Context: an optimization exercise on an open-source flow, tuned for small area. The choices shown serve that exercise and are no tape-out recipe. At most, simulation tests tie the RTL to the original design; equivalence was not proved. For run 6, only the layout was checked, not whether the RTL still works. Power and IR drop assume default switching activity.

### flow/design.v
`timescale 1ns / 1ps
package desa_pkg;
	localparam int SIZE_BITS_DEF = 32;
	localparam int CMD_W      = 4;
	localparam int NUM_W      = 32;
	localparam int TIER_W     = 2;
	localparam int STATUS_W   = 2;
	localparam int OFFSET_W   = 33;
	localparam int FREE_W     = 32;
	localparam int CFG_DATA_W = 32;
	localparam int CFG_IDX_W  = 1;
	localparam logic [CMD_W-1:0] CMD_ALLOC_PRI   = 4'd0;
	localparam logic [CMD_W-1:0] CMD_CLEAR_PRI   = 4'd1;
	localparam logic [CMD_W-1:0] CMD_FREE_FRONT  = 4'd2;
	localparam logic [CMD_W-1:0] CMD_FREE_REAR   = 4'd3;
	localparam logic [CMD_W-1:0] CMD_FREE_GLOBAL = 4'd4;
	localparam logic [CMD_W-1:0] CMD_SET_TIER    = 4'd5;
	localparam logic [CMD_W-1:0] CMD_ALLOC_CUR   = 4'd6;
	localparam logic [CMD_W-1:0] CMD_ALLOC_NEXT  = 4'd7;
	localparam logic [CMD_W-1:0] CMD_CLEAR_FRAME = 4'd8;
	localparam logic [CMD_W-1:0] CMD_SWAP        = 4'd9;
	localparam logic [TIER_W-1:0] TIER_GLOBAL = 2'd0;
	localparam logic [TIER_W-1:0] TIER_FRONT  = 2'd1;
	localparam logic [TIER_W-1:0] TIER_REAR   = 2'd2;
	localparam logic SIDE_FRONT = 1'b0;
	localparam logic SIDE_REAR  = 1'b1;
	localparam logic [STATUS_W-1:0] ST_OK      = 2'd0;
	localparam logic [STATUS_W-1:0] ST_NOSPACE = 2'd1;
	localparam logic [STATUS_W-1:0] ST_NOCFG   = 2'd2;
	localparam logic [CFG_IDX_W-1:0] REG_PRIMARY_SIZE = 1'd0;
	localparam logic [CFG_IDX_W-1:0] REG_FRAME_SIZE   = 1'd1;
	typedef struct packed {
		logic exec;     
		logic cfg_we;   
	} ctl_t;
endpackage
`timescale 1ns / 1ps
`timescale 1ns / 1ps
`timescale 1ns / 1ps
module double_ended_stack_allocator_core #(
	parameter int SIZE_BITS = desa_pkg::SIZE_BITS_DEF
) (
	input  logic                             clk,
	input  logic                             arst_n,
	input  logic                             cmd_valid,
	output logic                             cmd_ready,
	input  logic [desa_pkg::CMD_W-1:0]       cmd_command,
	input  logic [desa_pkg::NUM_W-1:0]       cmd_num_bytes,
	input  logic [desa_pkg::TIER_W-1:0]      cmd_tier,
	output logic                             res_valid,
	input  logic                             res_ready,
	output logic [desa_pkg::STATUS_W-1:0]    res_status,
	output logic [desa_pkg::OFFSET_W-1:0]    res_offset,
	output logic [desa_pkg::FREE_W-1:0]      res_primary_free,
	output logic [desa_pkg::FREE_W-1:0]      res_frame_free,
	input  logic                             cfg_valid,
	output logic                             cfg_ready,
	input  logic [desa_pkg::CFG_IDX_W-1:0]   cfg_index,
	input  logic [desa_pkg::CFG_DATA_W-1:0]  cfg_data
);
	typedef logic [31:0] w_t;
	localparam int ADD_BLK = 11;
	function automatic logic [32:0] add32(input logic [31:0] a, input logic [31:0] b,
			input logic ci);
		logic [32:0] s;
		logic [31:0] r;
		logic cb, c, pp;
		cb = ci;
		for (int lo = 0; lo < 32; lo += ADD_BLK) begin
			c = (lo == 0) ? ci : 1'b0;
			for (int i = lo; i < lo + ADD_BLK && i < 32; i++) begin
				r[i] = a[i] ^ b[i] ^ c;
				c = (a[i] & b[i]) | (c & (a[i] ^ b[i]));
			end
			if (lo == 0) begin
				for (int i = lo; i < lo + ADD_BLK && i < 32; i++) s[i] = r[i];
				cb = c;
			end else begin
				pp = 1'b1;
				for (int i = lo; i < lo + ADD_BLK && i < 32; i++) begin
					s[i] = r[i] ^ (cb & pp);
					pp = pp & r[i];
				end
				cb = c | (cb & pp);
			end
		end
		s[32] = cb;
		add32 = s;
	endfunction
	w_t   psize_q, fsize_q, global_q, front_q, rear_q, ffront_q, frear_q;
	logic [1:0] tier_q;
	logic side_q;
	logic valid_q;
	logic pnz_q, fnz_q;
	logic [1:0] st_q;
	w_t   off_q;
	logic ofr_q;
	logic exec;
	assign cmd_ready = !valid_q || res_ready;
	assign res_valid = valid_q;
	assign cfg_ready = 1'b1;
	assign exec      = cmd_valid && cmd_ready;
	always_ff @(posedge clk or negedge arst_n) begin
		if (!arst_n) valid_q <= 1'b0;
		else if (exec) valid_q <= 1'b1;
		else if (res_ready) valid_q <= 1'b0;
	end
	logic c_apri, c_clr, c_ffront, c_frear, c_fglob, c_tier, c_afrm, c_cfrm, c_swap;
	assign c_apri   = cmd_command == 4'd0;
	assign c_clr    = cmd_command == 4'd1;
	assign c_ffront = cmd_command == 4'd2;
	assign c_frear  = cmd_command == 4'd3;
	assign c_fglob  = cmd_command == 4'd4;
	assign c_tier   = cmd_command == 4'd5;
	assign c_afrm   = cmd_command[3:1] == 3'b011;
	assign c_cfrm   = cmd_command == 4'd8;
	assign c_swap   = cmd_command == 4'd9;
	logic pcfg, fcfg, cfg_nz;
	assign pcfg   = pnz_q;
	assign fcfg   = fnz_q;
	assign cfg_nz = |cfg_data;
	w_t proom, froom;
	assign proom = w_t'(add32(rear_q, ~front_q, 1'b1));
	assign froom = w_t'(add32(frear_q, ~ffront_q, 1'b1));
	assign res_primary_free = pcfg ? proom : '0;
	assign res_frame_free   = fcfg ? froom : '0;
	logic aside, t_rear, t_glob, use_rear;
	assign aside    = side_q ^ cmd_command[0];
	assign t_rear   = tier_q[1];
	assign t_glob   = ~tier_q[1] & ~tier_q[0];
	assign use_rear = c_afrm ? aside : t_rear;
	w_t room, a_in, sum;
	assign room = c_afrm ? froom : proom;
	always_comb begin
		case ({c_afrm, use_rear})
			2'b00:   a_in = front_q;
			2'b01:   a_in = ~rear_q;
			2'b10:   a_in = ffront_q;
			default: a_in = ~frear_q;
		endcase
	end
	assign sum = w_t'(add32(a_in, cmd_num_bytes, 1'b0));
	logic nospace, nocfg, alloc, ok;
	assign alloc   = c_apri | c_afrm;
	assign nocfg   = c_afrm ? ~fcfg : ~pcfg;
	assign nospace = cmd_num_bytes > room;
	assign ok      = alloc & ~nocfg & ~nospace;
	logic pri_ok, frm_ok;
	assign pri_ok = exec & c_apri & pcfg & ~nospace;
	assign frm_ok = exec & c_afrm & fcfg & ~nospace;
	always_ff @(posedge clk) begin
		if (exec) begin
			st_q  <= alloc ? {nocfg, ~nocfg & nospace} : 2'b00;
			off_q <= ok ? (use_rear ? ~sum : a_in) : '0;
			ofr_q <= ok & c_afrm & pnz_q;
		end
	end
	assign res_status = st_q;
	assign res_offset = add32(off_q, ofr_q ? psize_q : 32'd0, 1'b0);
	logic pcfg_we, fcfg_we;
	assign pcfg_we = cfg_valid & ~cfg_index[0];
	assign fcfg_we = cfg_valid &  cfg_index[0];
	w_t psize_d, fsize_d;
	assign psize_d = pcfg_we ? cfg_data : psize_q;
	assign fsize_d = fcfg_we ? cfg_data : fsize_q;
	logic p_zero, p_rear_sz, p_front_gl;
	assign p_zero     = pcfg_we | (exec & c_clr);
	assign p_rear_sz  = pcfg_we | (exec & (c_clr | c_frear | c_fglob));
	assign p_front_gl = exec & (c_ffront | c_fglob | (c_tier & cmd_tier == 2'd0));
	always_ff @(posedge clk or negedge arst_n) begin
		if (!arst_n) pnz_q <= 1'b0;
		else if (pcfg_we) pnz_q <= cfg_nz;
	end
	always_ff @(posedge clk) psize_q <= psize_d;
	always_ff @(posedge clk) begin
		if (p_zero) global_q <= '0;
		else if (pri_ok & t_glob) global_q <= sum;
		if (p_zero) front_q <= '0;
		else if (p_front_gl) front_q <= global_q;
		else if (pri_ok & ~t_rear) front_q <= sum;
		if (p_rear_sz) rear_q <= psize_d;
		else if (pri_ok & t_rear) rear_q <= ~sum;
		if (pcfg_we) tier_q <= 2'd0;
		else if (exec & c_tier & cmd_tier != 2'd3) tier_q <= cmd_tier;
	end
	logic f_front0, f_rear_sz;
	assign f_front0  = fcfg_we | (exec & (c_cfrm | (c_swap & fcfg & ~side_q)));
	assign f_rear_sz = fcfg_we | (exec & (c_cfrm | (c_swap & fcfg & side_q)));
	always_ff @(posedge clk or negedge arst_n) begin
		if (!arst_n) fnz_q <= 1'b0;
		else if (fcfg_we) fnz_q <= cfg_nz;
	end
	always_ff @(posedge clk) fsize_q <= fsize_d;
	always_ff @(posedge clk) begin
		if (f_front0) ffront_q <= '0;
		else if (frm_ok & ~aside) ffront_q <= sum;
		if (f_rear_sz) frear_q <= fsize_d;
		else if (frm_ok & aside) frear_q <= ~sum;
		if (fcfg_we) side_q <= 1'b0;
		else if (exec & c_swap & fcfg) side_q <= ~side_q;
	end
endmodule
### flow/flow/run.sh
#!/bin/bash
# The standard layout (the standard.sh: standard synthesis, floorplan,
# power grid, placement, CTS, routing), with one change: the buffer that
# port buffering puts on every input and output port is the platform's
# smallest buffer, sky130_fd_sc_hd__buf_1, instead of the one the resizer
# picks by itself. Repair still resizes any port buffer that needs it.
set -euo pipefail
export BUFFER_PORTS_ARGS="-buffer_cell sky130_fd_sc_hd__buf_1"
bash standard.sh finish > standard.log 2>&1
### flow/standard.sh
#!/bin/bash
# synth_recipe.tcl (not shown) runs the flow's synth.tcl, then flattens the netlist and writes it again
# the make line also repeats each setting of config.mk as NAME=value (left out here)
make -C /OpenROAD-flow-scripts/flow DESIGN_CONFIG=/design/flow/config.mk WORK_HOME=/design/flow/orfs CLKGATE_MAP_FILE= SYNTH_SCRIPT=/design/flow/synth_recipe.tcl "${@:-finish}"
### flow/config.mk
export PLATFORM = sky130hd
export DESIGN_NAME = double_ended_stack_allocator_core
export DESIGN_NICKNAME = double_ended_stack_allocator_core
export VERILOG_FILES = /design/flow/design.v
export SDC_FILE = /design/flow/constraint.sdc
export NUM_CORES = 4
export LEC_CHECK = 0
export CAP_MARGIN = 0
export CORE_MARGIN = 2
export CORE_UTILIZATION = 40
export CTS_CLUSTER_DIAMETER = 100
export CTS_CLUSTER_SIZE = 24
export SLEW_MARGIN = 0
### flow/constraint.sdc
create_clock -name core_clock -period 11.0 [get_ports {clk}]
set_input_delay 2.2000 -clock core_clock [delete_from_list [all_inputs] [get_ports {clk}]]
set_output_delay 2.2000 -clock core_clock [all_outputs]
set_load 0.01 [all_outputs]
==> summary.txt, run 1 <==
----------------------------------------------------
[Outcome]
  Status ... timing/DRC/antenna clean

[Worst setup path]
  Critical path's top delay family ... adder cells
  Crit path top cell by count ... fa_1
  Slowest stage cell, crit path ... edfxtp_1
  Startpoint class of the critical path ... register
  Req. time, crit path ... 8.80 ns
  Element type at the critical path end ... output port
  Biggest fanout along the worst timing path ... 14
  Cells traversed along the worst timing path ... and2_1 > ha_1 > inv_1 > fa_1 > fa_1 > fa_1 > fa_1 > fa_1 > fa_1 > fa_1 > fa_1 > fa_1 > fa_1 > or4_1 > o41ai_4 > and3b_4 > nand2_4 > nor3_4 > nand2b_2 > xor2_1 > buf_1
  CP bufs+invs ... 2
  Stage delay of the slowest cell on the critical path ... 0.75 ns
  Type of the worst setup path ... register to output port
  Worst endpoint data arrival time ... 7.59 ns

[Clocking]
  TritonCTS clock tree ... built
  Clk pin slew, worst setup/hold paths ... 0.10 ns
  CTS Root Buffer Type ... clkbuf_16
  Clock latency on the worst-skew pair ... 0.52 ns
  Clock buffers created by TritonCTS ... 15
  Number of gates given a new drive strength after cts ... 0
  Post-CTS Hold Buffers ... 0
  Bufs on Longest Clock Path ... 3
  Post-CTS Setup Bufs ... 0
  H-tree level count ... 1
  Clock tree sinks ... roughly 270

[GRT]
  Global router's overall resource usage ... 0.256
  Number of global-route vias before repair ... 13.4k
  Largest net degree at the start of global routing ... 53
  Wire length of the first global-routing pass ... 84600 um
  Final global-route overflow total ... 0
  Initial antenna violation count ... 1

[Synthesis]
  Net count of the mapped netlist ... between 1.5k and 2k
  Post-synth cell types ... 66
  Number of flip-flops and latches in the synthesized netlist ... 265
  Sequential share of the synthesized area ... 0.373
  Avg Cell Area, Syn ... 9.78 um2
  Number of flops mapped to enable cells by yosys ... 99
  Share of flip-flops with an asynchronous set or reset after synthesis ... 0.0113
  Number of instances in the synthesized netlist ... 1731
  Cell accounting for the most synthesized area ... dfxtp_1
  Proportion of netlist area held by the largest area contributor ... 0.193
  Post-synthesis instance area ... around 17000 um2
  Commonest cells in the synthesized netlist ... nand2_1 (209), dfxtp_1 (163), nor2_1 (150)
  Top cells by area, synth ... dfxtp_1 (19%), edfxtp_1 (18%), fa_1 (13%)
  Library cell with the highest instance count after synthesis ... nand2_1
  Primary FF master, synth ... dfxtp_1
  Yosys warning count ... 1

[Floorplan]
  Initial core utilization ... 0.404
  Row count ... 75
  Horizontal die dimension ... approximately 210 um
  Vertical die dimension ... 210 um
  Placeable core region ... 41900 um2
  Area enclosed by the die boundary ... 44000 um2
  Top-level port count ... 178

[Power and ir drop]
  Power Density ... approximately 140 nW/um2
  Max IR drop VDD ... 77.9 uV
  Leakage Power ... 7.18 nW

[Drt]
  Via/cell ratio ... 5.63
  Antenna-violating nets left ... 0
  DRC ... 0
  Total vias in the final route ... 13.6k
  DRC violation total after the first TritonRoute iteration ... 1324
  Wire length per cell ... 23.4 um
  Wire length after detailed routing ... 56400 um
  TritonRoute pass-1 iters ... 5

[Layout]
  Number of filler cells placed in the layout ... 4099
  Final Net Count ... 2107
  Area used by sequential logic in the layout ... 6310 um2
  Area Growth Syn to Fin ... 10.5%
  Ratio of cells with drive above 1 in the final layout ... 0.0859
  Area taken by multi-input logic gates ... 9790 um2

[Worst hold path]
  Min-Delay Path Class ... register to register

[STA]
  Count of endpoints failing hold in the final timing report ... 0
  Period utilization ... 0.890
  Slew Limit Headroom ... 0.0726
  Count of final setup violators ... 0
  Highest Clock Rate ... 102 MHz
  Final Max Slew Viols ... 0
  Hold Worst Slack ... 0.471 ns
  Time the worst path needs with I/O delays and setup ... 9.79 ns
  Post-Route Setup TNS ... 0 ns
  Final WS setup ... 1.21 ns
  Unrepaired setup endpoints after global routing ... false
  Actual slew at the worst max-slew pin ... 1.39 ns
  Worst Clk Skew ... 0.0321 ns

[Placement]
  Quantity of I/O buffers inserted on ports ... 176
  Routability congestion estimate ... roughly 0.91
  Half-perimeter wire length after placement ... around 41000 um
  Worst slack at placement ... about 0.91 ns

[Run]
  Max-cap violation count ... 0

----------------------------------------------------
sequential cells by signal, indices dropped and copies added (netlist names):
register / count
front_q: 32
ffront_q: 32
psize_q: 32
global_q: 32
off_q: 32
valid_q: 1
frear_q: 32
pnz_q: 1
fnz_q: 1
fsize_q: 32
rear_q: 32
st_q: 2
tier_q: 2
ofr_q: 1
side_q: 1
final timing paths:
check	end	slack, ns	start	depth (start not counted)
max	res_offset[31]	1.21	ofr_q	21
min	psize_q[2]	0.47	psize_q[2]	2
max reg2reg	off_q[4]	1.33	frear_q[11]	26
min reg2reg	psize_q[2]	0.47	psize_q[2]	2
max in group asynchronous	valid_q	9.27	arst_n	1
min in group asynchronous	pnz_q	1.51	arst_n	1
report_power, final:
group / leakage (nW) / internal (mW) / switching [mW]
Clock: 0.207 / 0.265 / 0.354
Combinational: 4.65 / 0.295 / 0.491
Sequential: 2.33 / 1.11 / 0.0486
Total: 7.18 / 1.67 / 0.893
kinds of logic (layout without fill, tap and decap cells):
| logic type | count (synthesis) | in the layout | share of synthesized area |
|---|---|---|---|
| AOI/OAI and AO/OA | 265 | 265 | 0.105 |
| xor gates and xnor gates | 87 | 87 | 0.0450 |
| adders and majority gates | 165 | 165 | 0.172 |
| buffers and inverters | 232 | 375 | 0.0523 |
| DFF | 265 | 265 | 0.373 |
| muxes | 150 | 150 | 0.0946 |
| other | 1 | 2 | 0.000222 |
| and+or+nand+nor | 566 | 566 | 0.158 |
per-layer routing:
layer  part of all wire  track usage  up-vias
met5                  0            0        -
met4              0.021       0.0560        0
met3              0.092       0.0398       62
met2               0.44        0.403      631
met1               0.44        0.372     6709
li1                   -            -     6178
final cells by class:
cell class,instances,share of cell area
clock inverters,1,0.00161
diodes,1,0.000134
clock buffers,24,0.0219
multi-input cells,1234,0.523
repair buffers,209,0.0512
well taps,539,0.0361
flip-flops and latches,265,0.338
inverters,141,0.0283
metrics by stage:
| step | instance area, um2 | power [mW] | util | std cells |
|---|---|---|---|---|
| final | 18700 | 2.56 | 0.447 | 2414 |
| after global routing | 18700 | 2.68 | 0.447 | 2413 |
| after CTS | 18700 | 2.56 | 0.447 | 2413 |
| after detailed placement | 18300 | 1.95 | 0.436 | 2388 |
| after global placement | 18300 | 1.94 | 0.436 | 2388 |
| after floorplan | 16900 | 1.67 | - | 1731 |
worst reg2reg max path, cell delays in order, from the launching register on:
cell and delay [ns]:
edfxtp_1 0.46, ha_1 0.23, fa_1 0.38, fa_1 0.40
fa_1 0.39, fa_1 0.40, fa_1 0.39, fa_1 0.40
fa_1 0.41, fa_1 0.39, fa_1 0.39, fa_1 0.55
nand4_1 0.10, o31ai_1 0.64, and4_1 0.43, and4b_1 0.30
nand2_1 0.08, xor2_1 0.18, nor2_1 0.12, a21oi_1 0.05
ha_1 0.33, nand4_1 0.15, nor4_1 0.59, a21oi_1 0.29
or2_2 0.42, nand2_2 0.75, a211oi_1 0.17
cell usage in the layout (no fill, tap or decap), drive strengths merged, types with 17 or more instances in the layout:
cell,instances
nor2,150
dfxtp,163
ha,52
inv,141
and2,71
fa,113
a21oi,58
a221o,27
mux2,79
nand4,18
clkbuf,24
nand2,210
edfxtp,99
o21ai,67
buf,209
mux2i,71
nand3,17
xor2,41
a211oi,52
nor3,29
xnor2,46
==> inputs of run 2 (changes only) <==
--- a/flow/config.mk
+++ b/flow/config.mk
@@ -5,9 +5,9 @@
 export SDC_FILE = /design/flow/constraint.sdc
 export NUM_CORES = 4
 export LEC_CHECK = 0
-export CAP_MARGIN = 0
+export CAP_MARGIN = 20
 export CORE_MARGIN = 2
 export CORE_UTILIZATION = 40
-export CTS_CLUSTER_DIAMETER = 100
-export CTS_CLUSTER_SIZE = 24
-export SLEW_MARGIN = 0
+export CTS_CLUSTER_DIAMETER = 105
+export CTS_CLUSTER_SIZE = 26
+export SLEW_MARGIN = 20
==> summary.txt, run 2 <==
----------------------------------------------------
[Synthesis]
  Post-synth cell types ... 66 (unchanged)
  Commonest cells in the synthesized netlist ... nand2_1 (209), dfxtp_1 (163), nor2_1 (150)
  Xor and xnor fraction of the mapped netlist area ... 0.0450 (unchanged)
  Primary FF master, synth ... dfxtp_1
  Share of flip-flops with an asynchronous set or reset after synthesis ... 0.0113 (unchanged)
  Dominant combinational cell family by area after synthesis ... adder cells
  Proportion of netlist area held by the largest area contributor ... 0.193 (unchanged)
  Number of flip-flops and latches in the synthesized netlist ... 265 (unchanged)
  Mux contribution to synthesized area ... 0.0946 (unchanged)
  Number of instances in the synthesized netlist ... 1731 (unchanged)
  Avg Cell Area, Syn ... 9.78 um2 (unchanged)
  Number of flops mapped to enable cells by yosys ... 99 (unchanged)
  Library cell with the highest instance count after synthesis ... nand2_1
  Compound-gate portion of the synthesized area ... 0.105 (unchanged)
  Post-synthesis adder-cell area fraction ... 0.172 (unchanged)
  Top cells by area, synth ... dfxtp_1 (19%), edfxtp_1 (18%), fa_1 (13%)
  Post-synthesis instance area ... 16900 um2 (unchanged)
  Yosys warning count ... 1 (unchanged)
  Simple-Gate Fraction of Synth Area ... 0.158 (unchanged)
  Cell accounting for the most synthesized area ... dfxtp_1
  Sequential share of the synthesized area ... 0.373 (unchanged)
  Net count of the mapped netlist ... 1972 (unchanged)

[Floorplan]
  Horizontal die dimension ... 210 um (unchanged)
  Placeable core region ... 41900 um2 (unchanged)
  Initial core utilization ... 0.404 (unchanged)
  Area enclosed by the die boundary ... 44000 um2 (unchanged)
  Top-level port count ... 178 (unchanged)
  Vertical die dimension ... 210 um (unchanged)
  Row count ... 75 (unchanged)

[STA]
  Highest Clock Rate ... 102 MHz (-0.18%)
  Count of endpoints failing hold in the final timing report ... 0 (unchanged)
  Worst Clk Skew ... 0.0334 ns (+0.00133 ns)
  Time the worst path needs with I/O delays and setup ... 9.81 ns (+0.0177 ns)
  Unrepaired setup endpoints after global routing ... false
  Period utilization ... 0.892 (+0.00161)
  Actual slew at the worst max-slew pin ... 1.02 ns (-0.362 ns)
  Post-Route Setup TNS ... 0 ns (unchanged)
  Final Max Slew Viols ... 0 (unchanged)
  Slew Limit Headroom ... 0.311 (+0.239)
  Count of final setup violators ... 0 (unchanged)

[Power and ir drop]
  Total Power ... 2.55 mW (-0.21%)
  Max IR drop VDD ... 80.7 uV (+3.6%)
  Leakage Power ... 7.18 nW (about the same)
  Power Density ... 137 nW/um2 (-0.20%)

[Layout]
  Share of the core filled with cells in the final layout ... 0.447 (about the same)
  Count of non-filler cells in the finished layout ... 2413 (-0.041%)
  Area Growth Syn to Fin ... 10.5% (about the same)
  Ratio of cells with drive above 1 in the final layout ... 0.0865 (+0.000580)
  Leading cell type in the layout, fill and taps excluded ... nand2_1
  Most frequent cells in the layout ... nand2_1 (208), buf_1 (176), dfxtp_1 (162)
  Final Net Count ... 2106 (-0.047%)
  Post-layout instance area ... 18700 um2 (about the same)
  Number of filler cells placed in the layout ... 4066 (-0.81%)

[GRT]
  Global router's overall resource usage ... 0.254 (-0.00159)
  Number of global-route vias before repair ... 13.3k (-0.72%)
  Wire length of the first global-routing pass ... 84000 um (-0.73%)
  Initial antenna violation count ... 1 (unchanged)
  Final global-route overflow total ... 0 (unchanged)
  Largest net degree at the start of global routing ... 53 (unchanged)

[Clocking]
  CTS Root Buffer Type ... clkbuf_16
  Post-CTS Setup Bufs ... 0 (unchanged)
  Clock tree sinks ... 265 (unchanged)
  TritonCTS clock tree ... built
  Post-CTS Hold Buffers ... 0 (unchanged)
  H-tree level count ... 1 (unchanged)
  Number of gates given a new drive strength after cts ... 0 (unchanged)
  Clk pin slew, worst setup/hold paths ... 0.11 ns (about the same)
  Clock latency on the worst-skew pair ... 0.52 ns (about the same)
  Clock buffers created by TritonCTS ... 14 (-1)
  Bufs on Longest Clock Path ... 3 (unchanged)

[Outcome]
  Status ... timing/DRC/antenna clean

[Placement]
  Half-perimeter wire length after placement ... 40700 um (about the same)
  Routability congestion estimate ... 0.912 (unchanged)
  Placed cell count ... 2388 (unchanged)
  Post-place instance area ... 18300 um2 (about the same)
  Quantity of I/O buffers inserted on ports ... 176 (unchanged)

[Worst setup path]
  Startpoint class of the critical path ... register
  Worst endpoint data arrival time ... 7.61 ns (+0.02 ns)
  Type of the worst setup path ... register to output port
  Element type at the critical path end ... output port
  Req. time, crit path ... 8.80 ns (about the same)
  Biggest fanout along the worst timing path ... 14 (unchanged)

[Drt]
  Total vias in the final route ... 13.6k (+0.17%)
  DRC ... 0 (unchanged)
  Wire length per cell ... 23.3 um (-0.40%)
  TritonRoute pass-1 iters ... 5 (unchanged)
  Wire length after detailed routing ... 56100 um (-0.44%)
  Antenna-violating nets left ... 0 (unchanged)
  DRC violation total after the first TritonRoute iteration ... 1341 (+1.3%)
  Via/cell ratio ... 5.64 (+0.21%)

[Worst hold path]
  Min-Delay Path Class ... register to register

[Run]
  Max-cap violation count ... 0 (unchanged)

----------------------------------------------------
[run 2: per-layer routing]
| layer | vias to the layer above | part of all wire | track usage |
|---|---|---|---|
| met3 | 58 | 0.092 | 0.0411 |
| met5 | - | 0 | 0 |
| met1 | 6721 | 0.44 | 0.368 |
| met2 | 642 | 0.45 | 0.401 |
| met4 | 0 | 0.021 | 0.0548 |
| li1 | 6182 | - | - |
[run 2: report_power, final]
| group | switching (mW) | internal [mW] | leakage, nW |
|---|---|---|---|
| sequential | 0.0483 | 1.11 | 2.33 |
| clock | 0.350 | 0.263 | 0.206 |
| combinational | 0.491 | 0.295 | 4.65 |
| total | 0.890 | 1.66 | 7.18 |
[run 2: cell type report]
| type | count | area, um2 | area share |
|---|---|---|---|
| diodes | 1 | 2.50 | 0.000134 |
| flip-flops and latches | 265 | 6310 | 0.338 |
| clock inverters | 1 | 30.0 | 0.00161 |
| inverters | 141 | 529 | 0.0283 |
| well taps | 539 | 674 | 0.0361 |
| repair buffers | 209 | 958 | 0.0512 |
| clock buffers | 23 | 405 | 0.0217 |
| multi-input cells | 1234 | 9790 | 0.523 |
[run 2: logic make-up after synthesis]
family / Yosys count
AO/OA/AOI/OAI: 265
XOR/XNOR: 87
adder cells (fa/ha/maj): 165
buffers and inverters: 232
flip-flops: 265
multiplexers: 150
other: 1
AND/OR/NAND/NOR: 566
[run 2: worst paths after layout]
kind	start	end	slack [ns]	cells after the start
worst max-delay path	ofr_q	res_offset[31]	1.19	21
worst min-delay path	psize_q[6]	psize_q[6]	0.47	2
worst max register to register	frear_q[11]	off_q[29]	1.24	26
worst min register to register	psize_q[6]	psize_q[6]	0.47	2
max in group asynchronous	arst_n	valid_q	9.30	1
min in group asynchronous	arst_n	fnz_q	1.49	1
[run 2: critical path: stages, from the launching register on]
cell and delay [ns]:
edfxtp_1 0.75, and2_1 0.23, ha_1 0.15, inv_1 0.05
fa_1 0.38, fa_1 0.40, fa_1 0.40, fa_1 0.41
fa_1 0.40, fa_1 0.44, fa_1 0.40, fa_1 0.39
fa_1 0.39, fa_1 0.58, or4_1 0.50, o41ai_4 0.28
and3b_4 0.28, nand2_4 0.07, nor3_4 0.19, nand2b_2 0.09
xor2_1 0.13, buf_1 0.16
[run 2: through the flow]
| step | worst slack [ns] | hold WS (ns) |
|---|---|---|
| floorplan | 1.71 | 0.428 |
| detailed placement | 0.898 | 0.453 |
| CTS | 1.19 | 0.470 |
| global placement | 1.02 | 0.450 |
| finish | 1.19 | 0.471 |
| global route | 0.886 | 0.490 |
==> inputs of run 3 (changes only) <==
--- a/flow/config.mk
+++ b/flow/config.mk
@@ -8,6 +8,7 @@
 export CAP_MARGIN = 20
 export CORE_MARGIN = 2
 export CORE_UTILIZATION = 40
-export CTS_CLUSTER_DIAMETER = 105
-export CTS_CLUSTER_SIZE = 26
+export CTS_BUF_LIST = sky130_fd_sc_hd__clkbuf_8
+export CTS_CLUSTER_DIAMETER = 60
+export CTS_CLUSTER_SIZE = 12
 export SLEW_MARGIN = 20
==> summary.txt, run 3 <==
----------------------------------------------------
[Outcome]
  Status ... timing/DRC/antenna clean

[Synthesis]
  Sequential share of the synthesized area ... 0.373 (unchanged)
  Post-synth cell types ... 66 (unchanged)
  Cell accounting for the most synthesized area ... dfxtp_1
  Number of instances in the synthesized netlist ... 1731 (unchanged)
  Share of flip-flops with an asynchronous set or reset after synthesis ... 0.0113 (unchanged)
  Primary FF master, synth ... dfxtp_1
  Avg Cell Area, Syn ... 9.78 um2 (unchanged)
  Proportion of netlist area held by the largest area contributor ... 0.193 (unchanged)
  Library cell with the highest instance count after synthesis ... nand2_1
  Number of flops mapped to enable cells by yosys ... 99 (unchanged)
  Yosys warning count ... 1 (unchanged)
  Net count of the mapped netlist ... 1972 (unchanged)
  Commonest cells in the synthesized netlist ... nand2_1 (209), dfxtp_1 (163), nor2_1 (150)
  Post-synthesis instance area ... 16900 um2 (unchanged)
  Top cells by area, synth ... dfxtp_1 (19%), edfxtp_1 (18%), fa_1 (13%)
  Number of flip-flops and latches in the synthesized netlist ... 265 (unchanged)

[STA]
  Highest Clock Rate ... 101 MHz (-0.49%)
  Actual slew at the worst max-slew pin ... 1.19 ns (+0.164 ns)
  Final Max Slew Viols ... 0 (unchanged)
  Count of endpoints failing hold in the final timing report ... 0 (unchanged)
  Time the worst path needs with I/O delays and setup ... 9.86 ns (+0.0487 ns)
  Count of final setup violators ... 0 (unchanged)
  Unrepaired setup endpoints after global routing ... false
  Slew Limit Headroom ... 0.201 (-0.111)
  Worst Clk Skew ... 0.0351 ns (+0.00162 ns)
  Final WS setup ... 1.14 ns (-0.0487 ns)
  Period utilization ... 0.896 (+0.00443)
  Post-Route Setup TNS ... 0 ns (unchanged)

[Placement]
  Half-perimeter wire length after placement ... 40700 um (unchanged)
  Worst slack at placement ... 0.898 ns (unchanged)
  Quantity of I/O buffers inserted on ports ... 176 (unchanged)
  Routability congestion estimate ... 0.912 (unchanged)

[GRT]
  Largest net degree at the start of global routing ... 53 (unchanged)
  Global router's overall resource usage ... 0.257 (+0.00279)
  Number of global-route vias before repair ... 13.5k (+1.4%)
  Final global-route overflow total ... 0 (unchanged)
  Wire length of the first global-routing pass ... 84900 um (+1.0%)
  Initial antenna violation count ... 1 (unchanged)

[Floorplan]
  Row count ... 75 (unchanged)
  Initial core utilization ... 0.404 (unchanged)
  Horizontal die dimension ... 210 um (unchanged)
  Area enclosed by the die boundary ... 44000 um2 (unchanged)
  Top-level port count ... 178 (unchanged)
  Vertical die dimension ... 210 um (unchanged)
  Placeable core region ... 41900 um2 (unchanged)

[Layout]
  Area Growth Syn to Fin ... 11.6%
  Final Net Count ... 2120 (+0.66%)
  Leading cell type in the layout, fill and taps excluded ... nand2_1
  Number of filler cells placed in the layout ... 4065 (-0.025%)
  Area used by sequential logic in the layout ... 6310 um2 (unchanged)
  Area taken by multi-input logic gates ... 9790 um2 (unchanged)
  Ratio of cells with drive above 1 in the final layout ... 0.0968 (+0.0103)
  Most frequent cells in the layout ... nand2_1 (208), buf_1 (176), dfxtp_1 (162)

[Clocking]
  CTS Root Buffer Type ... clkbuf_8
  Clock tree sinks ... 265 (unchanged)
  Bufs on Longest Clock Path ... 3 (unchanged)
  H-tree level count ... 1 (unchanged)
  TritonCTS clock tree ... built
  Post-CTS Setup Bufs ... 0 (unchanged)
  Clock latency on the worst-skew pair ... 0.63 ns (+0.11 ns)
  Post-CTS Hold Buffers ... 0 (unchanged)
  Number of gates given a new drive strength after cts ... 0 (unchanged)
  Clk pin slew, worst setup/hold paths ... 0.09 ns (-0.02 ns)
  Clock buffers created by TritonCTS ... 28 (+14)

[Worst setup path]
  Crit path top cell by count ... fa_1
  Critical path's top delay family ... adder cells
  Worst endpoint data arrival time ... 7.66 ns (+0.05 ns)
  Req. time, crit path ... 8.80 ns (about the same)
  Type of the worst setup path ... register to output port
  Startpoint class of the critical path ... register
  CP bufs+invs ... 2 (unchanged)
  Length in cells of the worst reg-to-reg path ... 26 (unchanged)
  Crit path depth ... 21 (unchanged)
  Element type at the critical path end ... output port
  Stage delay of the slowest cell on the critical path ... 0.76 ns (about the same)
  Slowest stage cell, crit path ... edfxtp_1
  Cells traversed along the worst timing path ... and2_1 > ha_1 > inv_1 > fa_1 > fa_1 > fa_1 > fa_1 > fa_1 > fa_1 > fa_1 > fa_1 > fa_1 > fa_1 > or4_1 > o41ai_4 > and3b_4 > nand2_4 > nor3_4 > nand2b_2 > xor2_1 > buf_1
  Biggest fanout along the worst timing path ... 14 (unchanged)

[Drt]
  DRC ... 0 (unchanged)
  Via/cell ratio ... 5.58 (-1.1%)
  Total vias in the final route ... 13.6k (+0.066%)
  Antenna-violating nets left ... 0 (unchanged)
  Wire length per cell ... 23.2 um (-0.41%)
  TritonRoute pass-1 iters ... 6 (+1)
  DRC violation total after the first TritonRoute iteration ... 1501 (+12%)
  Wire length after detailed routing ... 56600 um (+0.74%)

[Worst hold path]
  Worst Hold Depth ... 2 (unchanged)
  Min-Delay Path Class ... register to register

[Power and ir drop]
  Max IR drop VDD ... 79.8 uV (-1.1%)
  Power Density ... 142 nW/um2 (+3.8%)
  Leakage Power ... 7.34 nW (+2.3%)

[Run]
  Max-cap violation count ... 0 (unchanged)

----------------------------------------------------
## run 3: worst paths after layout
check                            startpoint        endpoint  slack [ns]
worst max-delay path                  ofr_q  res_offset[31]        1.14
min in group asynchronous            arst_n         valid_q        1.40
worst min register to register   psize_q[2]      psize_q[2]        0.46
worst max register to register  frear_q[11]        off_q[4]        1.31
worst min-delay path             psize_q[2]      psize_q[2]        0.46
max in group asynchronous            arst_n           pnz_q        9.39
## run 3: routing by layer
| layer | wire length [um] | share of wire | global-route usage | vias up |
|---|---|---|---|---|
| met2 | 25200 | 0.44 | 0.405 | 630 |
| met1 | 24800 | 0.44 | 0.370 | 6695 |
| met5 | 0 | 0 | 0 | - |
| met4 | 1280 | 0.023 | 0.0626 | 0 |
| li1 | - | - | - | 6215 |
| met3 | 5320 | 0.094 | 0.0428 | 72 |
## run 3: cell families after synthesis
kind of cell,count (synthesis),share of synthesized area
xor+xnor,87,0.0450
fa+ha+maj,165,0.172
simple gates,566,0.158
compound gates,265,0.105
flops,265,0.373
buf+inv,232,0.0523
other cells,1,0.000222
mux,150,0.0946
## run 3: worst reg2reg max path: stages (launching register included)
cell      delay, ns
edfxtp_1       0.45
ha_1           0.22
fa_1           0.37
fa_1           0.40
fa_1           0.39
fa_1           0.39
fa_1           0.40
fa_1           0.40
fa_1           0.40
fa_1           0.39
fa_1           0.39
fa_1           0.53
nand4_1        0.10
o31ai_1        0.65
and4_1         0.42
and4b_1        0.31
nand2_1        0.08
xor2_1         0.19
nor2_1         0.12
a21oi_1        0.05
ha_1           0.33
nand4_1        0.14
nor4_1         0.61
a21oi_1        0.31
or2_2          0.42
nand2_2        0.73
a211oi_1       0.17
## run 3: layout make-up
class,count,share of cell area
inverter,141,0.0280
multi-input combinational,1234,0.518
antenna,1,0.000132
tap,539,0.0357
timing repair buffer,209,0.0507
clock inverter,20,0.00993
clock buffer,32,0.0233
sequential,265,0.334
## run 3: stage by stage
| step | power (mW) | hold slack (ns) | utilization | instance area (um2) | std cells |
|---|---|---|---|---|---|
| after global placement | 1.94 | 0.450 | 0.436 | 18300 | 2388 |
| after CTS | 2.68 | 0.464 | 0.451 | 18900 | 2440 |
| after floorplan | 1.67 | 0.428 | - | 16900 | 1731 |
| final | 2.68 | 0.460 | 0.451 | 18900 | 2441 |
| after global routing | 2.81 | 0.484 | 0.451 | 18900 | 2440 |
| after detailed placement | 1.95 | 0.453 | 0.436 | 18300 | 2388 |
## run 3: report_power, final
group	total [mW]	switching [mW]	internal, mW
Clock	0.740	0.378	0.362
Combinational	0.786	0.491	0.295
Sequential	1.15	0.0478	1.11
Total	2.68	0.916	1.76
==> inputs of run 4 (changes only) <==
==> flow/run.sh (new file) <==
#!/bin/bash
# synth_recipe.tcl (not shown) runs the flow's synth.tcl, then flattens the netlist and writes it again
# the make line also repeats each setting of config.mk as NAME=value (left out here)
make -C /OpenROAD-flow-scripts/flow DESIGN_CONFIG=/design/flow/config.mk WORK_HOME=/design/flow/orfs CLKGATE_MAP_FILE= SYNTH_SCRIPT=/design/flow/synth_recipe.tcl finish
--- a/flow/config.mk
+++ b/flow/config.mk
@@ -8,7 +8,4 @@
 export CAP_MARGIN = 20
 export CORE_MARGIN = 2
 export CORE_UTILIZATION = 40
-export CTS_BUF_LIST = sky130_fd_sc_hd__clkbuf_8
-export CTS_CLUSTER_DIAMETER = 60
-export CTS_CLUSTER_SIZE = 12
 export SLEW_MARGIN = 20
removed: flow/flow/run.sh
removed: flow/standard.sh
==> summary.txt, run 4 <==
----------------------------------------------------
[Placement]
  Half-perimeter wire length after placement ... 40600 um (-0.22%)
  Post-place instance area ... 19400 um2 (+6.1%)
  Worst slack at placement ... 0.664 ns (-0.235 ns)
  Placed cell count ... 2394 (+0.25%)
  Quantity of I/O buffers inserted on ports ... 176 (unchanged)
  Routability congestion estimate ... 0.935 (+2.5%)

[Worst setup path]
  Critical path's top delay family ... adder cells
  Worst endpoint data arrival time ... 7.92 ns (+0.26 ns)
  CP bufs+invs ... 1 (-1)
  Cells traversed along the worst timing path ... ha_1 > fa_1 > fa_1 > fa_1 > fa_1 > fa_1 > fa_1 > fa_1 > fa_1 > fa_1 > fa_1 > nand4_1 > o31ai_1 > and4_1 > and4b_1 > nand2_1 > xor2_1 > nor2_1 > clkdlybuf4s50_1
  Stage delay of the slowest cell on the critical path ... 0.65 ns (-0.11 ns)
  Biggest fanout along the worst timing path ... 4 (-10)
  Startpoint class of the critical path ... register
  Slowest stage cell, crit path ... o31ai_1
  Type of the worst setup path ... register to output port
  Req. time, crit path ... 8.80 ns (about the same)
  Crit path top cell by count ... fa_1
  Element type at the critical path end ... output port

[Layout]
  Post-layout instance area ... 20500 um2 (+8.3%)
  Share of the core filled with cells in the final layout ... 0.489 (+0.0376)
  Leading cell type in the layout, fill and taps excluded ... nand2_1
  Number of filler cells placed in the layout ... 3891 (-4.3%)
  Most frequent cells in the layout ... nand2_1 (208), clkdlybuf4s50_1 (176), dfxtp_1 (162)
  Area Growth Syn to Fin ... 20.9%
  Final Net Count ... 2128 (+0.38%)
  Ratio of cells with drive above 1 in the final layout ... 0.107 (+0.00996)
  Count of non-filler cells in the finished layout ... 2452 (+0.45%)

[Synthesis]
  Number of flip-flops and latches in the synthesized netlist ... 265 (unchanged)
  Primary FF master, synth ... dfxtp_1
  Post-synth cell types ... 66 (unchanged)
  Top cells by area, synth ... dfxtp_1 (19%), edfxtp_1 (18%), fa_1 (13%)
  Cell accounting for the most synthesized area ... dfxtp_1
  Commonest cells in the synthesized netlist ... nand2_1 (209), dfxtp_1 (163), nor2_1 (150)
  Library cell with the highest instance count after synthesis ... nand2_1
  Net count of the mapped netlist ... 1972 (unchanged)
  Sequential share of the synthesized area ... 0.373 (unchanged)
  Yosys warning count ... 1 (unchanged)
  Post-synthesis instance area ... 16900 um2 (unchanged)
  Share of flip-flops with an asynchronous set or reset after synthesis ... 0.0113 (unchanged)
  Proportion of netlist area held by the largest area contributor ... 0.193 (unchanged)
  Number of instances in the synthesized netlist ... 1731 (unchanged)
  Avg Cell Area, Syn ... 9.78 um2 (unchanged)
  Number of flops mapped to enable cells by yosys ... 99 (unchanged)

[Clocking]
  H-tree level count ... 1 (unchanged)
  Clock tree sinks ... 265 (unchanged)
  CTS Root Buffer Type ... clkbuf_16
  Post-CTS Hold Buffers ... 0 (unchanged)
  Clock latency on the worst-skew pair ... 0.58 ns (-0.05 ns)
  Clock buffers created by TritonCTS ... 30 (+7.1%)
  Clk pin slew, worst setup/hold paths ... 0.06 ns (-0.03 ns)
  TritonCTS clock tree ... built
  Post-CTS Setup Bufs ... 0 (unchanged)
  Number of gates given a new drive strength after cts ... 0 (unchanged)
  Bufs on Longest Clock Path ... 3 (unchanged)

[STA]
  Period utilization ... 0.920 (+0.0236)
  Worst Clk Skew ... 0.0259 ns (-0.00914 ns)
  Count of endpoints failing hold in the final timing report ... 0 (unchanged)
  Final Max Slew Viols ... 0 (unchanged)
  Hold Worst Slack ... 0.463 ns (+0.00279 ns)
  Count of final setup violators ... 0 (unchanged)
  Final WS setup ... 0.882 ns (-0.259 ns)
  Post-Route Setup TNS ... 0 ns (unchanged)
  Slew Limit Headroom ... 0.319 (+0.118)
  Highest Clock Rate ... 98.8 MHz (-2.6%)
  Unrepaired setup endpoints after global routing ... false
  Time the worst path needs with I/O delays and setup ... 10.12 ns (+0.259 ns)
  Actual slew at the worst max-slew pin ... 1.02 ns (-0.167 ns)

[Floorplan]
  Row count ... 75 (unchanged)
  Vertical die dimension ... 210 um (unchanged)
  Area enclosed by the die boundary ... 44000 um2 (unchanged)
  Top-level port count ... 178 (unchanged)
  Initial core utilization ... 0.404 (unchanged)
  Placeable core region ... 41900 um2 (unchanged)
  Horizontal die dimension ... 210 um (unchanged)

[Worst hold path]
  Min-Delay Path Class ... register to register

[GRT]
  Number of global-route vias before repair ... 13.5k (-0.16%)
  Wire length of the first global-routing pass ... 86100 um (+1.4%)
  Final global-route overflow total ... 0 (unchanged)
  Global router's overall resource usage ... 0.262 (+0.00522)
  Initial antenna violation count ... 1 (unchanged)
  Largest net degree at the start of global routing ... 53 (unchanged)

[Power and ir drop]
  Max IR drop VDD ... 76.2 uV (-4.6%)
  Power Density ... 154 nW/um2 (+8.3%)
  Leakage Power ... 7.99 nW (+8.9%)
  Total Power ... 3.14 mW (+17%)

[Drt]
  DRC ... 0 (unchanged)
  TritonRoute pass-1 iters ... 5 (-1)
  DRC violation total after the first TritonRoute iteration ... 1210 (-19%)
  Wire length after detailed routing ... 57600 um (+1.9%)
  Wire length per cell ... 23.5 um (+1.4%)
  Via/cell ratio ... 5.55 (-0.45%)
  Antenna-violating nets left ... 0 (unchanged)
  Total vias in the final route ... 13.6k (unchanged)

[Run]
  Max-cap violation count ... 0 (unchanged)

[Outcome]
  Status ... timing/DRC/antenna clean

----------------------------------------------------
run 4: cell counts after synthesis:
No cell type changed its count.
run 4: final timing paths:
check | slack, ns | startpoint | cells after the start | end
max in group asynchronous | 8.96 | arst_n | 1 | pnz_q
setup reg to reg | 1.10 | frear_q[11] | 27 | off_q[4]
setup / recovery | 0.88 | frear_q[11] | 19 | res_frame_free[31]
hold / removal | 0.46 | psize_q[7] | 2 | psize_q[7]
hold reg to reg | 0.46 | psize_q[7] | 2 | psize_q[7]
min in group asynchronous | 1.84 | arst_n | 1 | valid_q
run 4: tightest hold or removal path: stages (launching register included):
cell and delay, ns:
dfxtp_1 0.31, nand2_1 0.05, nand2_1 0.05
run 4: per-layer routing:
layer  vias to the layer above  track usage  wire (um)
met5                         -            0          0
met4                         0       0.0785       1600
met1                      6634        0.370      25400
met3                       101       0.0606       5540
li1                       6233            -          -
met2                       644        0.402      25000
run 4: kinds of logic after synthesis:
logic type	share of synthesized area
multiplexers	0.0946
AND/OR/NAND/NOR	0.158
adder cells (fa/ha/maj)	0.172
flip-flops	0.373
other	0.000222
XOR/XNOR	0.0450
buffers and inverters	0.0523
AO/OA/AOI/OAI	0.105
run 4: power by group:
group	leakage, nW	switching, mW	internal (mW)	total [mW]
Combinational	5.13	0.499	0.390	0.889
Sequential	2.33	0.0435	1.11	1.15
Clock	0.540	0.436	0.667	1.10
run 4: area by class of cell:
type	count	area (um2)	share of cell area
inverter	141	529	0.0259
clock inverter	22	270	0.0132
tap	539	674	0.0329
clock buffer	34	807	0.0394
sequential	265	6310	0.308
antenna	2	5.00	0.000244
multi-input combinational	1234	9790	0.478
timing repair buffer	215	2080	0.102
==> inputs of run 5 (changes only) <==
==> flow/flow/run.sh (new file) <==
#!/bin/bash
set -euo pipefail
export BUFFER_PORTS_ARGS="-buffer_cell sky130_fd_sc_hd__buf_1"
export RECOVER_POWER=100
bash standard.sh finish > standard.log 2>&1
==> flow/standard.sh (new file) <==
#!/bin/bash
# synth_recipe.tcl (not shown) runs the flow's synth.tcl, then flattens the netlist and writes it again
# the make line also repeats each setting of config.mk as NAME=value (left out here)
make -C /OpenROAD-flow-scripts/flow DESIGN_CONFIG=/design/flow/config.mk WORK_HOME=/design/flow/orfs CLKGATE_MAP_FILE= SYNTH_SCRIPT=/design/flow/synth_recipe.tcl "${@:-finish}"
--- a/flow/config.mk
+++ b/flow/config.mk
@@ -8,4 +8,6 @@
 export CAP_MARGIN = 20
 export CORE_MARGIN = 2
 export CORE_UTILIZATION = 40
+export CTS_CLUSTER_DIAMETER = 100
+export CTS_CLUSTER_SIZE = 24
 export SLEW_MARGIN = 20
removed: flow/run.sh
==> summary.txt, run 5 <==
----------------------------------------------------
[Outcome]
  Status ... failed layout checks
  SO Faults ... max-capacitance violations, max-slew violations

[Drt]
  Total vias in the final route ... 13.6k (-0.073%)
  Via/cell ratio ... 5.64 (+1.5%)
  Wire length per cell ... 23.2 um (-1.1%)
  Antenna-violating nets left ... 0 (unchanged)
  DRC ... 0 (unchanged)
  TritonRoute pass-1 iters ... 5 (unchanged)
  Wire length after detailed routing ... 56100 um (-2.7%)
  DRC violation total after the first TritonRoute iteration ... 1315 (+8.7%)

[Clocking]
  Clock tree sinks ... 265 (unchanged)
  Clock buffers created by TritonCTS ... 15 (-50%)
  Number of gates given a new drive strength after cts ... 0 (unchanged)
  Post-CTS Hold Buffers ... 0 (unchanged)
  H-tree level count ... 1 (unchanged)
  TritonCTS clock tree ... built
  Post-CTS Setup Bufs ... 0 (unchanged)
  CTS Root Buffer Type ... clkbuf_16
  Clk pin slew, worst setup/hold paths ... 0.11 ns (+0.05 ns)
  Clock latency on the worst-skew pair ... 0.51 ns (-0.07 ns)
  Bufs on Longest Clock Path ... 3 (unchanged)

[Floorplan]
  Vertical die dimension ... 210 um (unchanged)
  Area enclosed by the die boundary ... 44000 um2 (unchanged)
  Row count ... 75 (unchanged)
  Placeable core region ... 41900 um2 (unchanged)
  Horizontal die dimension ... 210 um (unchanged)
  Top-level port count ... 178 (unchanged)
  Initial core utilization ... 0.404 (unchanged)

[Synthesis]
  Avg Cell Area, Syn ... 9.78 um2 (unchanged)
  Cell accounting for the most synthesized area ... dfxtp_1
  Simple-Gate Fraction of Synth Area ... 0.158 (unchanged)
  Compound-gate portion of the synthesized area ... 0.105 (unchanged)
  Post-synthesis adder-cell area fraction ... 0.172 (unchanged)
  Xor and xnor fraction of the mapped netlist area ... 0.0450 (unchanged)
  Post-synthesis instance area ... 16900 um2 (unchanged)
  Proportion of netlist area held by the largest area contributor ... 0.193 (unchanged)
  Primary FF master, synth ... dfxtp_1
  Yosys warning count ... 1 (unchanged)
  Library cell with the highest instance count after synthesis ... nand2_1
  Number of flops mapped to enable cells by yosys ... 99 (unchanged)
  Dominant combinational cell family by area after synthesis ... adder cells
  Sequential share of the synthesized area ... 0.373 (unchanged)
  Number of instances in the synthesized netlist ... 1731 (unchanged)
  Mux contribution to synthesized area ... 0.0946 (unchanged)
  Share of flip-flops with an asynchronous set or reset after synthesis ... 0.0113 (unchanged)
  Top cells by area, synth ... dfxtp_1 (19%), edfxtp_1 (18%), fa_1 (13%)
  Commonest cells in the synthesized netlist ... nand2_1 (209), dfxtp_1 (163), nor2_1 (150)
  Number of flip-flops and latches in the synthesized netlist ... 265 (unchanged)
  Net count of the mapped netlist ... 1972 (unchanged)
  Post-synth cell types ... 66 (unchanged)

[STA]
  Final Max Slew Viols ... 227 (+227)
  Count of final setup violators ... 0 (unchanged)
  Time the worst path needs with I/O delays and setup ... 10.10 ns (-0.0173 ns)
  Slew Limit Headroom ... -1.12 (-1.44)
  Actual slew at the worst max-slew pin ... 3.18 ns (+2.16 ns)
  Post-Route Setup TNS ... 0 ns (unchanged)
  Highest Clock Rate ... 99.0 MHz (+0.17%)
  Unrepaired setup endpoints after global routing ... false
  Worst Clk Skew ... 0.0370 ns (+0.0110 ns)
  Hold Worst Slack ... 0.469 ns (+0.00692 ns)
  Period utilization ... 0.918 (-0.00157)
  Count of endpoints failing hold in the final timing report ... 0 (unchanged)
  Final WS setup ... 0.900 ns (+0.0173 ns)

[Layout]
  Final Net Count ... 2107 (-0.99%)
  Most frequent cells in the layout ... nand2_1 (209), buf_1 (174), dfxtp_1 (162)
  Area Growth Syn to Fin ... 9.85%
  Ratio of cells with drive above 1 in the final layout ... 0.0641 (-0.0427)
  Leading cell type in the layout, fill and taps excluded ... nand2_1
  Share of the core filled with cells in the final layout ... 0.444 (-0.0449)
  Number of filler cells placed in the layout ... 4094 (+5.2%)

[Worst setup path]
  Slowest stage cell, crit path ... clkbuf_1
  Element type at the critical path end ... output port
  Worst endpoint data arrival time ... 7.90 ns (-0.02 ns)
  Req. time, crit path ... 8.80 ns (about the same)
  Crit. Startpoint ... ofr_q
  Biggest fanout along the worst timing path ... 19 (+15)
  Startpoint class of the critical path ... register
  Beginning of the worst register-to-register path ... frear_q[11]
  Crit path top cell by count ... fa_1
  Type of the worst setup path ... register to output port
  Stage delay of the slowest cell on the critical path ... 1.01 ns (+0.36 ns)

[GRT]
  Global router's overall resource usage ... 0.254 (-0.00833)
  Initial antenna violation count ... 1 (unchanged)
  Largest net degree at the start of global routing ... 53 (unchanged)
  Wire length of the first global-routing pass ... 84000 um (-2.4%)
  Number of global-route vias before repair ... 13.3k (-1.1%)
  Final global-route overflow total ... 0 (unchanged)

[Placement]
  Half-perimeter wire length after placement ... 40700 um (+0.23%)
  Routability congestion estimate ... 0.912 (-2.5%)
  Worst slack at placement ... 0.898 ns (+0.235 ns)
  Quantity of I/O buffers inserted on ports ... 176 (unchanged)

[Power and ir drop]
  Power Density ... 137 nW/um2 (-11%)
  Total Power ... 2.54 mW (-19%)
  Max IR drop VDD ... 91.5 uV (+20%)
  Leakage Power ... 7.09 nW (-11%)

[Run]
  Max-cap violation count ... 6 (+6)

[Worst hold path]
  Start point of the worst min-delay path ... psize_q[6]
  Min-Delay Path Class ... register to register

----------------------------------------------------
[run 5: layer usage]
layer	up-vias	GRT usage	share of wire	wire length (um)
li1	6176	-	-	-
met1	6704	0.367	0.44	24700
met2	655	0.401	0.44	24900
met3	67	0.0413	0.093	5230
met4	0	0.0560	0.023	1310
met5	-	0	0	0
[run 5: area by class of cell]
| type | instances | area, um2 | area share |
|---|---|---|---|
| clock buffers | 22 | 402 | 0.0216 |
| flip-flops and latches | 265 | 6310 | 0.340 |
| inverters | 141 | 529 | 0.0285 |
| multi-input cells | 1234 | 9730 | 0.523 |
| diodes | 1 | 2.50 | 0.000135 |
| well taps | 539 | 674 | 0.0363 |
| clock inverters | 2 | 25.0 | 0.00135 |
| repair buffers | 209 | 918 | 0.0494 |
[run 5: power by group]
group / switching, mW / total [mW] / internal [mW]
Sequential: 0.0482 / 1.15 / 1.11
Clock: 0.344 / 0.606 / 0.262
Combinational: 0.488 / 0.780 / 0.292
Total: 0.880 / 2.54 / 1.66
[run 5: final timing paths]
check | cells past startpoint | slack [ns] | to
max | 25 | 0.90 | res_offset[32]
min in group asynchronous | 1 | 1.52 | fnz_q
max in group asynchronous | 1 | 9.28 | valid_q
min | 2 | 0.47 | psize_q[6]
max reg2reg | 27 | 0.99 | front_q[7]
min reg2reg | 2 | 0.47 | psize_q[6]
[run 5: cells by family (layout without fill, tap and decap cells)]
logic type,Yosys count,in the layout
AND/OR/NAND/NOR,566,566
AO/OA/AOI/OAI,265,265
flip-flops,265,265
buffers and inverters,232,374
adder cells (fa/ha/maj),165,165
multiplexers,150,150
XOR/XNOR,87,87
other,1,2
[run 5: worst max-delay path: cells and delay by family (launching register included)]
kind                       cells  cell delay (ns)
buffers and inverters          5             1.39
DFF                            1             0.76
and+or+nand+nor                7             2.10
adders and majority gates     11             2.61
AOI/OAI and AO/OA              2             0.52
[run 5: through the flow]
step / instances / cell area, um2
final: 2413 / 18600
after global routing: 2412 / 18600
after CTS: 2412 / 18700
after detailed placement: 2388 / 18300
after global placement: 2388 / 18300
after floorplan: 1731 / 16900
==> inputs of run 6 (changes only) <==
--- a/flow/design.v
+++ b/flow/design.v
@@ -67,15 +67,21 @@
 		logic cb, c, pp;
 		cb = ci;
 		for (int lo = 0; lo < 32; lo += ADD_BLK) begin
-			c = (lo == 0) ? ci : 1'b0;
-			for (int i = lo; i < lo + ADD_BLK && i < 32; i++) begin
-				r[i] = a[i] ^ b[i] ^ c;
-				c = (a[i] & b[i]) | (c & (a[i] ^ b[i]));
-			end
 			if (lo == 0) begin
+				c = ci;
+				for (int i = lo; i < lo + ADD_BLK && i < 32; i++) begin
+					r[i] = a[i] ^ b[i] ^ c;
+					c = (a[i] & b[i]) | (c & (a[i] ^ b[i]));
+				end
 				for (int i = lo; i < lo + ADD_BLK && i < 32; i++) s[i] = r[i];
 				cb = c;
 			end else begin
+				c = 1'b1;
+				for (int i = lo; i < lo + ADD_BLK && i < 32; i++) begin
+					r[i] = ~(~a[i] ^ ~b[i] ^ c);
+					c = (~a[i] & ~b[i]) | (c & (~a[i] ^ ~b[i]));
+				end
+				c = ~c;
 				pp = 1'b1;
 				for (int i = lo; i < lo + ADD_BLK && i < 32; i++) begin
 					s[i] = r[i] ^ (cb & pp);
==> flow/flow/run.sh (replaced) <==
#!/bin/bash
# The standard layout (the standard.sh: standard synthesis, floorplan,
# power grid, placement, CTS, routing), with one change: the buffer that
# port buffering puts on every input and output port is the platform's
# smallest buffer, sky130_fd_sc_hd__buf_1, instead of the one the resizer
# picks by itself. Repair still resizes any port buffer that needs it.
set -euo pipefail
export BUFFER_PORTS_ARGS="-buffer_cell sky130_fd_sc_hd__buf_1"
bash standard.sh finish > standard.log 2>&1
==> summary.txt, run 6 <==
----------------------------------------------------
[Clocking]
  Number of gates given a new drive strength after cts ... 0 (unchanged)
  H-tree level count ... 1 (unchanged)
  Post-CTS Hold Buffers ... 0 (unchanged)
  TritonCTS clock tree ... built
  CTS Root Buffer Type ... clkbuf_16
  Clock tree sinks ... 265 (unchanged)
  Clk pin slew, worst setup/hold paths ... 0.09 ns (-0.02 ns)
  Post-CTS Setup Bufs ... 0 (unchanged)
  Bufs on Longest Clock Path ... 3 (unchanged)
  Clock latency on the worst-skew pair ... 0.51 ns (about the same)
  Clock buffers created by TritonCTS ... 15 (unchanged)

[Synthesis]
  Top cells by area, synth ... dfxtp_1 (19%), edfxtp_1 (17%), fa_1 (13%)
  Net count of the mapped netlist ... 1933 (-2.0%)
  Yosys warning count ... 1 (unchanged)
  Number of flip-flops and latches in the synthesized netlist ... 265 (unchanged)
  Number of instances in the synthesized netlist ... 1692 (-2.3%)
  Commonest cells in the synthesized netlist ... dfxtp_1 (163), nand2_1 (146), inv_1 (129)
  Primary FF master, synth ... dfxtp_1
  Share of flip-flops with an asynchronous set or reset after synthesis ... 0.0113 (unchanged)
  Post-synthesis instance area ... 17100 um2 (+1.2%)
  Number of flops mapped to enable cells by yosys ... 99 (unchanged)
  Cell accounting for the most synthesized area ... dfxtp_1
  Sequential share of the synthesized area ... 0.368 (-0.00460)
  Proportion of netlist area held by the largest area contributor ... 0.190 (-0.00238)
  Post-synth cell types ... 70 (+6.1%)
  Library cell with the highest instance count after synthesis ... dfxtp_1
  Avg Cell Area, Syn ... 10.1 um2 (+3.6%)

[GRT]
  Initial antenna violation count ... 0 (-1)
  Wire length of the first global-routing pass ... 80300 um (-4.4%)
  Number of global-route vias before repair ... 13.2k (-1.0%)
  Final global-route overflow total ... 0 (unchanged)
  Largest net degree at the start of global routing ... 60 (+13%)
  Global router's overall resource usage ... 0.240 (-0.0135)

[Drt]
  DRC ... 0 (unchanged)
  DRC violation total after the first TritonRoute iteration ... 1075 (-18%)
  Via/cell ratio ... 5.58 (-1.1%)
  TritonRoute pass-1 iters ... 5 (unchanged)
  Antenna-violating nets left ... 0 (unchanged)
  Wire length per cell ... 22.6 um (-2.7%)
  Wire length after detailed routing ... 53600 um (-4.5%)
  Total vias in the final route ... 13.2k (-2.9%)

[Worst setup path]
  Worst endpoint data arrival time ... 9.94 ns (+2.04 ns)
  Req. time, crit path ... 11.27 ns (+2.47 ns)
  Startpoint class of the critical path ... register
  Element type at the critical path end ... register
  Biggest fanout along the worst timing path ... 18 (-1)
  Stage delay of the slowest cell on the critical path ... 0.66 ns (-0.35 ns)
  Type of the worst setup path ... register to register
  Crit path top cell by count ... fa_1
  Slowest stage cell, crit path ... a2111oi_2

[Layout]
  Final Net Count ... 2064 (-2.0%)
  Ratio of cells with drive above 1 in the final layout ... 0.114 (+0.0501)
  Area Growth Syn to Fin ... 10.0%
  ANT cells ... 0 (-1)
  Most frequent cells in the layout ... buf_1 (176), dfxtp_1 (162), nand2_1 (145)
  Leading cell type in the layout, fill and taps excluded ... buf_1

[Power and ir drop]
  Switching power total ... 0.872 mW (-0.98%)
  Sequential Power Share ... 0.450 (-0.004)
  Gate power share ... 0.310 (+0.003)
  Leakage Power ... 7.09 nW (-0.13%)
  Switching Share ... 0.340 (-0.00633)
  Power Density ... 136 nW/um2 (-0.57%)
  Internal portion of total power ... 1.69 mW (+1.8%)
  Power share of the clock group ... 0.240 (about the same)
  Max IR drop VDD ... 90.5 uV (-1.1%)
  Total Power ... 2.56 mW (+0.86%)

[STA]
  Final Max Slew Viols ... 0 (-100%)
  Count of endpoints failing hold in the final timing report ... 0 (unchanged)
  Unrepaired setup endpoints after global routing ... false
  Actual slew at the worst max-slew pin ... 1.21 ns (-1.97 ns)
  Count of final setup violators ... 0 (unchanged)
  Period utilization ... 0.880 (-0.0387)
  Worst Clk Skew ... 0.0245 ns (-0.0125 ns)
  Post-Route Setup TNS ... 0 ns (unchanged)
  Time the worst path needs with I/O delays and setup ... 9.68 ns (-0.425 ns)
  Slew Limit Headroom ... 0.193 (+1.31)
  Highest Clock Rate ... 103 MHz (+4.4%)

[Worst hold path]
  Min-Delay Path Class ... register to register

[Floorplan]
  Vertical die dimension ... 211 um (+0.61%)
  Top-level port count ... 178 (unchanged)
  Horizontal die dimension ... 211 um (+0.61%)
  Placeable core region ... 42100 um2 (+0.67%)
  Initial core utilization ... 0.407 (+0.00232)
  Row count ... 75 (unchanged)
  Area enclosed by the die boundary ... 44500 um2 (+1.2%)

[Run]
  Max-cap violation count ... 0 (-6)

[Placement]
  Quantity of I/O buffers inserted on ports ... 176 (unchanged)
  Routability congestion estimate ... 0.908 (-0.37%)
  Half-perimeter wire length after placement ... 39400 um (-3.3%)

[Outcome]
  Status ... timing/DRC/antenna clean

----------------------------------------------------
run 6: cell count changes after synthesis, moves of 18 or more:
| cell | before | now |
|---|---|---|
| a21oi_1 | 58 | 33 |
| nand2_1 | 209 | 146 |
| mux2i_1 | 71 | 50 |
| and2_1 | 70 | 88 |
| nor2_1 | 150 | 128 |
| mux2_2 | 79 | 124 |
| o21ai_0 | 62 | 97 |
| a221o_1 | 27 | 2 |
run 6: final timing paths:
path	startpoint	to	slack, ns	cells past startpoint
worst max-delay path	front_q[11]	off_q[10]	1.32	31
worst min-delay path	global_q[2]	global_q[2]	0.46	2
worst max register to register	front_q[11]	off_q[10]	1.32	31
worst min register to register	global_q[2]	global_q[2]	0.46	2
max in group asynchronous	arst_n	pnz_q	9.32	1
min in group asynchronous	arst_n	valid_q	1.51	1
run 6: critical path: cells and delay by family, from the launching register on:
family,cells,cell delay (ns)
fa+ha+maj,12,3.76
flops,1,0.35
compound gates,4,1.79
simple gates,8,2.37
buf+inv,5,0.65
mux,1,0.15
xor+xnor,1,0.38
run 6: per-layer routing:
metal	global-route usage	up-vias	wire, um	part of all wire
li1	-	6114	-	-
met1	0.345	6508	24200	0.45
met2	0.382	526	24300	0.45
met3	0.0342	66	3880	0.072
met4	0.0602	0	1190	0.022
met5	0	-	0	0
run 6: layout make-up:
cell class	count	area, um2
clock inverter	3	30.0
inverter	129	484
sequential	265	6310
fill	4080	23300
tap	539	674
multi-input combinational	1206	10000
timing repair buffer	206	898
clock buffer	22	412
run 6: power groups by stage:
| stage | Sequential [mW] | Combinational [mW] | Clock [mW] |
|---|---|---|---|
| floorplan | 1.16 | 0.534 | 0 |
| global placement | 1.17 | 0.776 | 0 |
| detailed placement | 1.18 | 0.790 | 0 |
| CTS | 1.15 | 0.794 | 0.624 |
| global route | 1.16 | 0.876 | 0.654 |
| finish | 1.15 | 0.795 | 0.614 |
run 6: per-stage QoR:
stage | cell area [um2] | utilization | instances | hold WS, ns | setup WS (ns)
after floorplan | 17100 | - | 1692 | 0.428 | 1.86
after global placement | 18400 | 0.437 | 2345 | 0.440 | 1.20
after detailed placement | 18400 | 0.437 | 2345 | 0.450 | 0.961
after CTS | 18900 | 0.448 | 2370 | 0.464 | 1.28
after global routing | 18900 | 0.448 | 2370 | 0.481 | 0.957
final | 18900 | 0.448 | 2370 | 0.459 | 1.32
run 6: logic make-up (layout without fill, tap and decap cells):
kind of cell | after synthesis | in the layout | share of synthesized area
other | 1 | 1 | 0.000219
and+or+nand+nor | 491 | 491 | 0.142
xor gates and xnor gates | 82 | 82 | 0.0419
DFF | 265 | 265 | 0.368
AOI/OAI and AO/OA | 293 | 293 | 0.116
muxes | 174 | 174 | 0.111
adders and majority gates | 165 | 165 | 0.170
buffers and inverters | 221 | 360 | 0.0511

[static timing again, ports no longer ideal]
Ports are ideal in the flow. The routed layouts listed here were re-timed in OpenROAD.
Step 1: set_driving_cell puts a clkbuf_16 on clk and a buf_2 on each other input, an assumption about the parent block.
Step 2 also shifts input and output timing later by t, the mid clock arrival at the registers, as if the neighbouring blocks saw the same clock.
Three values: ideal ports, drivers, drivers and shift; two values: the first two.
| run | shift t [ns] | setup slack, ns | worst setup path at the end | worst register clock-pin slew, ns |
|---|---|---|---|---|
| run 1 | 0.557 | 1.208 / 1.154 / 0.850 | input to register | 0.11 / 0.11 |
| run 2 | 0.559 | 1.190 / 1.138 / 0.739 | input to register | 0.11 / 0.11 |
| run 3 | 0.657 | 1.142 / 1.092 / 0.739 | input to register | 0.10 / 0.10 |
| run 4 | 0.625 | 0.882 / 0.829 / 0.604 | input to register | 0.07 / 0.07 |
| run 5 | 0.540 | 0.900 / 0.847 / 0.494 | input to register | 0.11 / 0.11 |
| run 6 | 0.555 | 1.325 / 1.325 / 0.996 | input to register | 0.11 / 0.11 |
The setup slack of run 2, which loses most, moves by -0.052 ns with the drivers and by -0.451 ns with both steps.
